Background: an optimization exercise with open tools, aiming at small area and a short achievable clock period. Do not read the settings as production practice. The RTL was checked by simulation tests, not by an equivalence proof against the original design. Power is estimated from default activity; no workload was simulated.

==> inputs of 01-14 <==
==> flow/design.v <==
package conv_pkg;
  function automatic integer sq(input integer n);
    sq = n * n;
  endfunction
  function automatic integer nbits(input integer n);
    nbits = $clog2(n + 1);
  endfunction
  localparam int K_DIM  = 3;
  localparam int I_DIM  = 8;
  localparam int M_BITS = 16;
  localparam int O_DIM  = K_DIM + I_DIM - 1;
  localparam int O_SIZE = sq(O_DIM);
  localparam int O_BITS = nbits(O_DIM);
  localparam int A_BITS = nbits(O_SIZE);
  typedef enum logic [0:0] {FILL, DRAIN} out_state_t;
  typedef logic [A_BITS-1:0] addr_t;
  typedef logic [M_BITS-1:0] word_t;
  typedef logic [O_BITS-1:0] coord_t;
endpackage
module out_frame_buf (
  input  logic  clk,
  input  logic  rst,
  input  logic  we,
  input  conv_pkg::addr_t waddr,
  input  conv_pkg::word_t wdata,
  input  logic  clr,
  input  conv_pkg::addr_t raddr,
  output conv_pkg::word_t rdata,
  output logic  rvalid
);
  conv_pkg::word_t             mem [0:conv_pkg::O_SIZE-1];
  logic [conv_pkg::O_SIZE-1:0] written;
  always_ff @(posedge clk) begin
    if (we) mem[waddr] <= wdata;
  end
  always_ff @(posedge clk) begin
    if (rst || clr) written <= '0;
    else if (we)    written[waddr] <= 1'b1;
  end
  assign rdata  = mem[raddr];
  assign rvalid = written[raddr];
endmodule
module conv_out_ctrl (
  input  logic                clk,
  input  logic                rst,
  input  logic [conv_pkg::M_BITS-1:0] in_data,
  input  logic [2*conv_pkg::O_BITS-1:0] in_user,
  input  logic                in_last,
  input  logic                in_valid,
  output logic                in_ready,
  output logic [conv_pkg::M_BITS-1:0] out_data,
  output logic                out_last,
  output logic                out_valid,
  input  logic                out_ready,
  output logic                err_range,
  output logic                err_miss
);
  conv_pkg::out_state_t state_q, state_d;
  conv_pkg::addr_t      rd_addr_q, rd_addr_d;
  conv_pkg::coord_t row, col;
  logic   in_range;
  conv_pkg::addr_t  wr_addr;
  logic   we, clr;
  conv_pkg::word_t  rdata;
  logic   rvalid;
  logic   is_last;
  assign row      = in_user[2*conv_pkg::O_BITS-1:conv_pkg::O_BITS];
  assign col      = in_user[conv_pkg::O_BITS-1:0];
  assign in_range = (row < conv_pkg::coord_t'(conv_pkg::O_DIM)) &&
                    (col < conv_pkg::coord_t'(conv_pkg::O_DIM));
  assign wr_addr  = conv_pkg::addr_t'(row) * conv_pkg::addr_t'(conv_pkg::O_DIM)
                  + conv_pkg::addr_t'(col);
  assign we       = in_valid && in_ready && in_range;
  assign is_last  = (rd_addr_q == conv_pkg::addr_t'(conv_pkg::O_SIZE - 1));
  out_frame_buf u_buf (
    .clk    (clk),
    .rst    (rst),
    .we     (we),
    .waddr  (wr_addr),
    .wdata  (in_data),
    .clr    (clr),
    .raddr  (rd_addr_q),
    .rdata  (rdata),
    .rvalid (rvalid)
  );
  always_ff @(posedge clk) begin
    if (rst) begin
      state_q   <= conv_pkg::FILL;
      rd_addr_q <= '0;
    end else begin
      state_q   <= state_d;
      rd_addr_q <= rd_addr_d;
    end
  end
  always_comb begin
    state_d   = state_q;
    rd_addr_d = rd_addr_q;
    in_ready  = 1'b0;
    out_valid = 1'b0;
    out_last  = 1'b0;
    out_data  = '0;
    clr       = 1'b0;
    unique case (state_q)
      conv_pkg::FILL: begin
        in_ready = 1'b1;
        if (in_valid && in_last) begin
          state_d   = conv_pkg::DRAIN;
          rd_addr_d = '0;
        end
      end
      conv_pkg::DRAIN: begin
        out_valid = 1'b1;
        out_last  = is_last;
        out_data  = rvalid ? rdata : '0;
        if (out_ready) begin
          if (is_last) begin
            state_d   = conv_pkg::FILL;
            rd_addr_d = '0;
            clr       = 1'b1;
          end else begin
            rd_addr_d = rd_addr_q + conv_pkg::addr_t'(1);
          end
        end
      end
    endcase
  end
  always_ff @(posedge clk) begin
    if (rst) begin
      err_range <= 1'b0;
      err_miss  <= 1'b0;
    end else begin
      if (in_valid && in_ready && !in_range)
        err_range <= 1'b1;
      if (out_valid && out_ready && !rvalid)
        err_miss <= 1'b1;
    end
  end
endmodule
==> flow/run.sh <==
#!/bin/bash
# synth_recipe.tcl (not shown) runs the flow's synth.tcl, then flattens the netlist and writes it again
# the make line also repeats each setting of config.mk as NAME=value (left out here)
make -C /OpenROAD-flow-scripts/flow DESIGN_CONFIG=/design/flow/config.mk WORK_HOME=/design/flow/orfs CLKGATE_MAP_FILE= SYNTH_SCRIPT=/design/flow/synth_recipe.tcl finish
==> flow/config.mk <==
export PLATFORM = sky130hd
export DESIGN_NAME = conv_out_ctrl
export DESIGN_NICKNAME = conv_out_ctrl
export VERILOG_FILES = /design/flow/design.v
export SDC_FILE = /design/flow/constraint.sdc
export NUM_CORES = 4
export LEC_CHECK = 0
export CAP_MARGIN = 20
export CORE_MARGIN = 2
export CORE_UTILIZATION = 40
export SETUP_SLACK_MARGIN = 0.3
export SLEW_MARGIN = 20
==> flow/constraint.sdc <==
create_clock -name core_clock -period 5.5 [get_ports {clk}]
set_input_delay 1.1000 -clock core_clock [delete_from_list [all_inputs] [get_ports {clk}]]
set_output_delay 1.1000 -clock core_clock [all_outputs]
set_load 0.01 [all_outputs]
==> 12-22 (differences from 01-14) <==
==> flow/design.v, changed modules only <==
module out_frame_buf (
  input  logic  clk,
  input  logic  clr,
  input  logic [conv_pkg::O_SIZE-1:0] we,
  input  conv_pkg::word_t wdata,
  input  logic [conv_pkg::O_DIM-1:0]  rrow,
  input  logic [conv_pkg::O_DIM-1:0]  rcol,
  output conv_pkg::word_t rdata,
  output logic  rvalid
);
  localparam int N = conv_pkg::O_DIM;
  conv_pkg::word_t             mem [0:conv_pkg::O_SIZE-1];
  logic [conv_pkg::O_SIZE-1:0] written;
  always_ff @(posedge clk) begin
    for (int s = 0; s < conv_pkg::O_SIZE; s++)
      if (we[s]) mem[s] <= wdata;
  end
  always_ff @(posedge clk) begin
    if (clr) written <= '0;
    else     written <= written | we;
  end
  conv_pkg::word_t row_data [0:N-1];
  logic [N-1:0]    row_valid;
  always_comb begin
    for (int r = 0; r < N; r++) begin
      row_data[r]  = '0;
      row_valid[r] = 1'b0;
      for (int c = 0; c < N; c++) begin
        row_data[r]  = row_data[r]  | (mem[r*N+c] & {conv_pkg::M_BITS{rcol[c]}});
        row_valid[r] = row_valid[r] | (written[r*N+c] & rcol[c]);
      end
    end
    rdata  = '0;
    rvalid = 1'b0;
    for (int r = 0; r < N; r++) begin
      rdata  = rdata  | (row_data[r] & {conv_pkg::M_BITS{rrow[r]}});
      rvalid = rvalid | (row_valid[r] & rrow[r]);
    end
  end
endmodule
module conv_out_ctrl (
  input  logic                clk,
  input  logic                rst,
  input  logic [conv_pkg::M_BITS-1:0] in_data,
  input  logic [2*conv_pkg::O_BITS-1:0] in_user,
  input  logic                in_last,
  input  logic                in_valid,
  output logic                in_ready,
  output logic [conv_pkg::M_BITS-1:0] out_data,
  output logic                out_last,
  output logic                out_valid,
  input  logic                out_ready,
  output logic                err_range,
  output logic                err_miss
);
  localparam int N = conv_pkg::O_DIM;
  logic            drain_q;       
  logic            fill_q;        
  logic [N-1:0]    rrow_q;        
  logic [N-1:0]    rcol_q;        
  logic            last_q;        
  logic            shown_valid_q; 
  conv_pkg::word_t dout_q;        
  conv_pkg::coord_t row, col;
  logic [N-1:0]    wrow, wcol;
  logic            acc, in_range;
  logic [conv_pkg::O_SIZE-1:0] we;
  conv_pkg::word_t rdata;
  logic            rvalid;
  logic            hs_out, done, advance;
  assign row = in_user[2*conv_pkg::O_BITS-1:conv_pkg::O_BITS];
  assign col = in_user[conv_pkg::O_BITS-1:0];
  assign acc = in_valid && !drain_q;
  always_comb begin
    for (int i = 0; i < N; i++) begin
      wrow[i] = acc && (row == conv_pkg::coord_t'(i));
      wcol[i] = (col == conv_pkg::coord_t'(i));
    end
    for (int r = 0; r < N; r++)
      for (int c = 0; c < N; c++)
        we[r*N+c] = wrow[r] && wcol[c];
  end
  assign in_range = (row < conv_pkg::coord_t'(N)) && (col < conv_pkg::coord_t'(N));
  assign hs_out  = drain_q && out_ready;
  assign done    = hs_out && last_q;
  assign advance = (acc && in_last) || hs_out;
  out_frame_buf u_buf (
    .clk    (clk),
    .clr    (rst || done),
    .we     (we),
    .wdata  (in_data),
    .rrow   (rrow_q),
    .rcol   (rcol_q),
    .rdata  (rdata),
    .rvalid (rvalid)
  );
  always_ff @(posedge clk) begin
    if (rst || done) begin
      drain_q <= 1'b0;
      fill_q  <= 1'b1;
      rrow_q  <= {{(N-1){1'b0}}, 1'b1};
      rcol_q  <= {{(N-1){1'b0}}, 1'b1};
    end else begin
      if (acc && in_last) begin
        drain_q <= 1'b1;
        fill_q  <= 1'b0;
      end
      if (advance) begin
        rcol_q <= {rcol_q[N-2:0], rcol_q[N-1]};
        if (rcol_q[N-1]) rrow_q <= {rrow_q[N-2:0], rrow_q[N-1]};
      end
    end
  end
  always_ff @(posedge clk) begin
    if (!drain_q || out_ready) begin
      dout_q        <= we[0] ? in_data : (rvalid ? rdata : '0);
      shown_valid_q <= we[0] || rvalid;
      last_q        <= drain_q && rrow_q[N-1] && rcol_q[N-1];
    end
  end
  assign in_ready  = fill_q;
  assign out_valid = drain_q;
  assign out_data  = dout_q;
  assign out_last  = last_q;
  always_ff @(posedge clk) begin
    if (rst) begin
      err_range <= 1'b0;
      err_miss  <= 1'b0;
    end else begin
      if (acc && !in_range)
        err_range <= 1'b1;
      if (hs_out && !shown_valid_q)
        err_miss <= 1'b1;
    end
  end
endmodule
==> flow/flow/run.sh (new file) <==
#!/bin/bash
# Standard ORFS layout, except that the port buffers start as buf_4
# (resizable within the buf footprint) instead of the default pick.
set -euo pipefail
bash standard.sh BUFFER_PORTS_ARGS="-buffer_cell sky130_fd_sc_hd__buf_4" finish > orfs_make.log 2>&1
==> flow/standard.sh (new file) <==
#!/bin/bash
# synth_recipe.tcl (not shown) runs the flow's synth.tcl, then flattens the netlist and writes it again
# the make line also repeats each setting of config.mk as NAME=value (left out here)
make -C /OpenROAD-flow-scripts/flow DESIGN_CONFIG=/design/flow/config.mk WORK_HOME=/design/flow/orfs CLKGATE_MAP_FILE= SYNTH_SCRIPT=/design/flow/synth_recipe.tcl "${@:-finish}"
CORE_UTILIZATION = 60   (was 40)
CTS_CLUSTER_DIAMETER = 45   (was default)
CTS_CLUSTER_SIZE = 20   (was default)
SETUP_SLACK_MARGIN = 3.2   (was 0.3)
SLEW_MARGIN = 60   (was 20)
removed: flow/run.sh
==> impl_results.md <==
- Status: no timing/DRC/antenna violations
- Slowest cell delay on critical path: 0.39 ns
- Largest regs: u_buf.mem x1600, u_buf.written x100, dout_q x16
- Timing endpoint of the critical path: dout_q[8]$_DFFE_PP_
- Hold EP: u_buf.written[63]$_SDFF_PP0_
- Clock power frac: 42.1%
That was 12-22.
==> impl_results.md <==
- Timing endpoint of the critical path: out_data[13]
- Clock power frac: 42.0%
- Final Wtd Congestion: 0.876
- Hold EP: u_buf.written[59]$_SDFFE_PP0P_
- Status: no timing/DRC/antenna violations
- NonClk Buf Share: 4.82%
- Sink Count: 1717
- Top Layer Used: met4
That was 01-14.

========
==> inputs of 02-06 <==
conv_out_ctrl with an RTL version that a note above also has.
==> module conv_out_ctrl, before the edit <==
module conv_out_ctrl (
  input  logic                clk,
  input  logic                rst,
  input  logic [conv_pkg::M_BITS-1:0] in_data,
  input  logic [2*conv_pkg::O_BITS-1:0] in_user,
  input  logic                in_last,
  input  logic                in_valid,
  output logic                in_ready,
  output logic [conv_pkg::M_BITS-1:0] out_data,
  output logic                out_last,
  output logic                out_valid,
  input  logic                out_ready,
  output logic                err_range,
  output logic                err_miss
);
  localparam int N = conv_pkg::O_DIM;
  logic            drain_q;       
  logic            fill_q;        
  logic [N-1:0]    rrow_q;        
  logic [N-1:0]    rcol_q;        
  logic            last_q;        
  logic            shown_valid_q; 
  conv_pkg::word_t dout_q;        
  conv_pkg::coord_t row, col;
  logic [N-1:0]    wrow, wcol;
  logic            acc, in_range;
  logic [conv_pkg::O_SIZE-1:0] we;
  conv_pkg::word_t rdata;
  logic            rvalid;
  logic            hs_out, done, advance;
  assign row = in_user[2*conv_pkg::O_BITS-1:conv_pkg::O_BITS];
  assign col = in_user[conv_pkg::O_BITS-1:0];
  assign acc = in_valid && !drain_q;
  always_comb begin
    for (int i = 0; i < N; i++) begin
      wrow[i] = acc && (row == conv_pkg::coord_t'(i));
      wcol[i] = (col == conv_pkg::coord_t'(i));
    end
    for (int r = 0; r < N; r++)
      for (int c = 0; c < N; c++)
        we[r*N+c] = wrow[r] && wcol[c];
  end
  assign in_range = (row < conv_pkg::coord_t'(N)) && (col < conv_pkg::coord_t'(N));
  assign hs_out  = drain_q && out_ready;
  assign done    = hs_out && last_q;
  assign advance = (acc && in_last) || hs_out;
  out_frame_buf u_buf (
    .clk    (clk),
    .clr    (rst || done),
    .we     (we),
    .wdata  (in_data),
    .rrow   (rrow_q),
    .rcol   (rcol_q),
    .rdata  (rdata),
    .rvalid (rvalid)
  );
  always_ff @(posedge clk) begin
    if (rst || done) begin
      drain_q <= 1'b0;
      fill_q  <= 1'b1;
      rrow_q  <= {{(N-1){1'b0}}, 1'b1};
      rcol_q  <= {{(N-1){1'b0}}, 1'b1};
    end else begin
      if (acc && in_last) begin
        drain_q <= 1'b1;
        fill_q  <= 1'b0;
      end
      if (advance) begin
        rcol_q <= {rcol_q[N-2:0], rcol_q[N-1]};
        if (rcol_q[N-1]) rrow_q <= {rrow_q[N-2:0], rrow_q[N-1]};
      end
    end
  end
  always_ff @(posedge clk) begin
    if (!drain_q || out_ready) begin
      dout_q        <= we[0] ? in_data : (rvalid ? rdata : '0);
      shown_valid_q <= we[0] || rvalid;
      last_q        <= drain_q && rrow_q[N-1] && rcol_q[N-1];
    end
  end
  assign in_ready  = fill_q;
  assign out_valid = drain_q;
  assign out_data  = dout_q;
  assign out_last  = last_q;
  always_ff @(posedge clk) begin
    if (rst) begin
      err_range <= 1'b0;
      err_miss  <= 1'b0;
    end else begin
      if (acc && !in_range)
        err_range <= 1'b1;
      if (hs_out && !shown_valid_q)
        err_miss <= 1'b1;
    end
  end
endmodule
export LEC_CHECK = 0
export ABC_CLOCK_PERIOD_IN_PS = 2200
export CAP_MARGIN = 20
export CORE_MARGIN = 2
export CORE_UTILIZATION = 60
export SETUP_SLACK_MARGIN = 3.2
export SLEW_MARGIN = 60
export TNS_END_PERCENT = 5
create_clock -name core_clock -period 5.5 [get_ports {clk}]
standard.sh (not shown) runs the stock make flow with config.mk's settings and CLKGATE_MAP_FILE= SYNTH_SCRIPT=/design/flow/synth_recipe.tcl, a recipe that flattens the netlist after the stock synthesis.
==> flow/flow/run.sh <==
#!/bin/bash
# Standard ORFS layout, except that the port buffers start as buf_4
# (resizable within the buf footprint) instead of the default pick.
set -euo pipefail
bash standard.sh BUFFER_PORTS_ARGS="-buffer_cell sky130_fd_sc_hd__buf_4" finish > orfs_make.log 2>&1
==> inputs of 08-19, as changes to 02-06 <==
--- a/flow/design.v
+++ b/flow/design.v
@@ -76,3 +76,2 @@
   logic            drain_q;       
-  logic            fill_q;        
   logic [N-1:0]    rrow_q;        
@@ -118,3 +117,2 @@
       drain_q <= 1'b0;
-      fill_q  <= 1'b1;
       rrow_q  <= {{(N-1){1'b0}}, 1'b1};
@@ -122,6 +120,3 @@
     end else begin
-      if (acc && in_last) begin
-        drain_q <= 1'b1;
-        fill_q  <= 1'b0;
-      end
+      if (acc && in_last) drain_q <= 1'b1;
       if (advance) begin
@@ -139,3 +134,3 @@
   end
-  assign in_ready  = fill_q;
+  assign in_ready  = !drain_q;
   assign out_valid = drain_q;
==> flow/run.sh (new file) <==
#!/bin/bash
# synth_recipe.tcl (not shown) runs the flow's synth.tcl, then flattens the netlist and writes it again
# the make line also repeats each setting of config.mk as NAME=value (left out here)
make -C /OpenROAD-flow-scripts/flow DESIGN_CONFIG=/design/flow/config.mk WORK_HOME=/design/flow/orfs CLKGATE_MAP_FILE= SYNTH_SCRIPT=/design/flow/synth_recipe.tcl finish
Settings changed: ABC_CLOCK_PERIOD_IN_PS 2200 to default, CORE_UTILIZATION 60 to 40, SETUP_SLACK_MARGIN 3.2 to 3.0, SLEW_MARGIN 60 to 20, TNS_END_PERCENT 5 to default.
removed: flow/flow/run.sh
removed: flow/standard.sh
==> notes <==
- Against 02-06, the setup slack of 08-19 is worse by 0.51 ns.
- Of 02-06 and 08-19, 02-06 has the higher global-route usage (gap 13 points).
- Synthesized cell count is the same in 08-19 and 02-06.
- Of 08-19 and 02-06, 08-19 has the higher die area (gap 49%, measured against 02-06).
- Between 08-19 and 02-06, the lower register-to-register slack is in 08-19 (gap 0.51 ns).
- In 02-06 the first-iteration DRC count is higher than in 08-19, by 29%.
==> figures <==
| metric | 08-19 | 02-06 |
|---|---|---|
| Result of the run | no timing/DRC/antenna violations | no timing/DRC/antenna violations |
| Cell area power density | 358.0 mW/mm^2 | 360.6 mW/mm^2 |
| Portion of synthesized cell area occupied by the leading cell type | 77.59% | 77.55% |
| Total Power Consumption | 27.08 mW | 27.41 mW |
| Die W | 399.7 um | 327.1 um |
| Power share of the sequential group | 53.5% | 52.9% |
| Post-synthesis share of cell area spent on and, or, nand and nor gates | 3.796% | 3.703% |
| Number of signal-net inverters in the final layout | 5 | 3 |
| Sinks on Clock Net | 1741 | 1742 |
| Seq area share | 67.56% | 67.24% |
| Total track usage | 24.03% | 36.58% |
| Origin of the critical flop-to-flop path | rcol_q[2] | rcol_q[1] |
| Bufs and invs on worst path | 1 | 2 |
| Fraction of area in multi-input gates | 15.61% | 16.14% |

[port drivers added, routing unchanged]
Ports are ideal in the flow. The routed layouts listed here were re-timed in OpenROAD.
Step 1, drivers: a clkbuf_16 drives clk and a buf_2 each remaining input, both assumed.
Step 2, shift: input delay + t, output delay - t, t = (earliest + latest rising clock arrival at the registers) / 2. This alone moves slack from input paths to output paths.
Slacks: ideal / step 1 / step 2; pairs: ideal / step 1.
run	t, ns	slack for setup (ns)	pins driven straight from the clock port
01-14	0.885	0.350 / 0.266 / 0.636	1
12-22	0.847	2.697 / 2.697 / 2.291	1
02-06	0.853	2.662 / 2.662 / 2.150	1
08-19	0.853	2.149 / 2.149 / 1.876	1
After both steps setup and hold are still met in every run listed. The setup slack of 02-06, which loses most, moves by 0.000 ns with the drivers and by -0.512 ns with both steps.
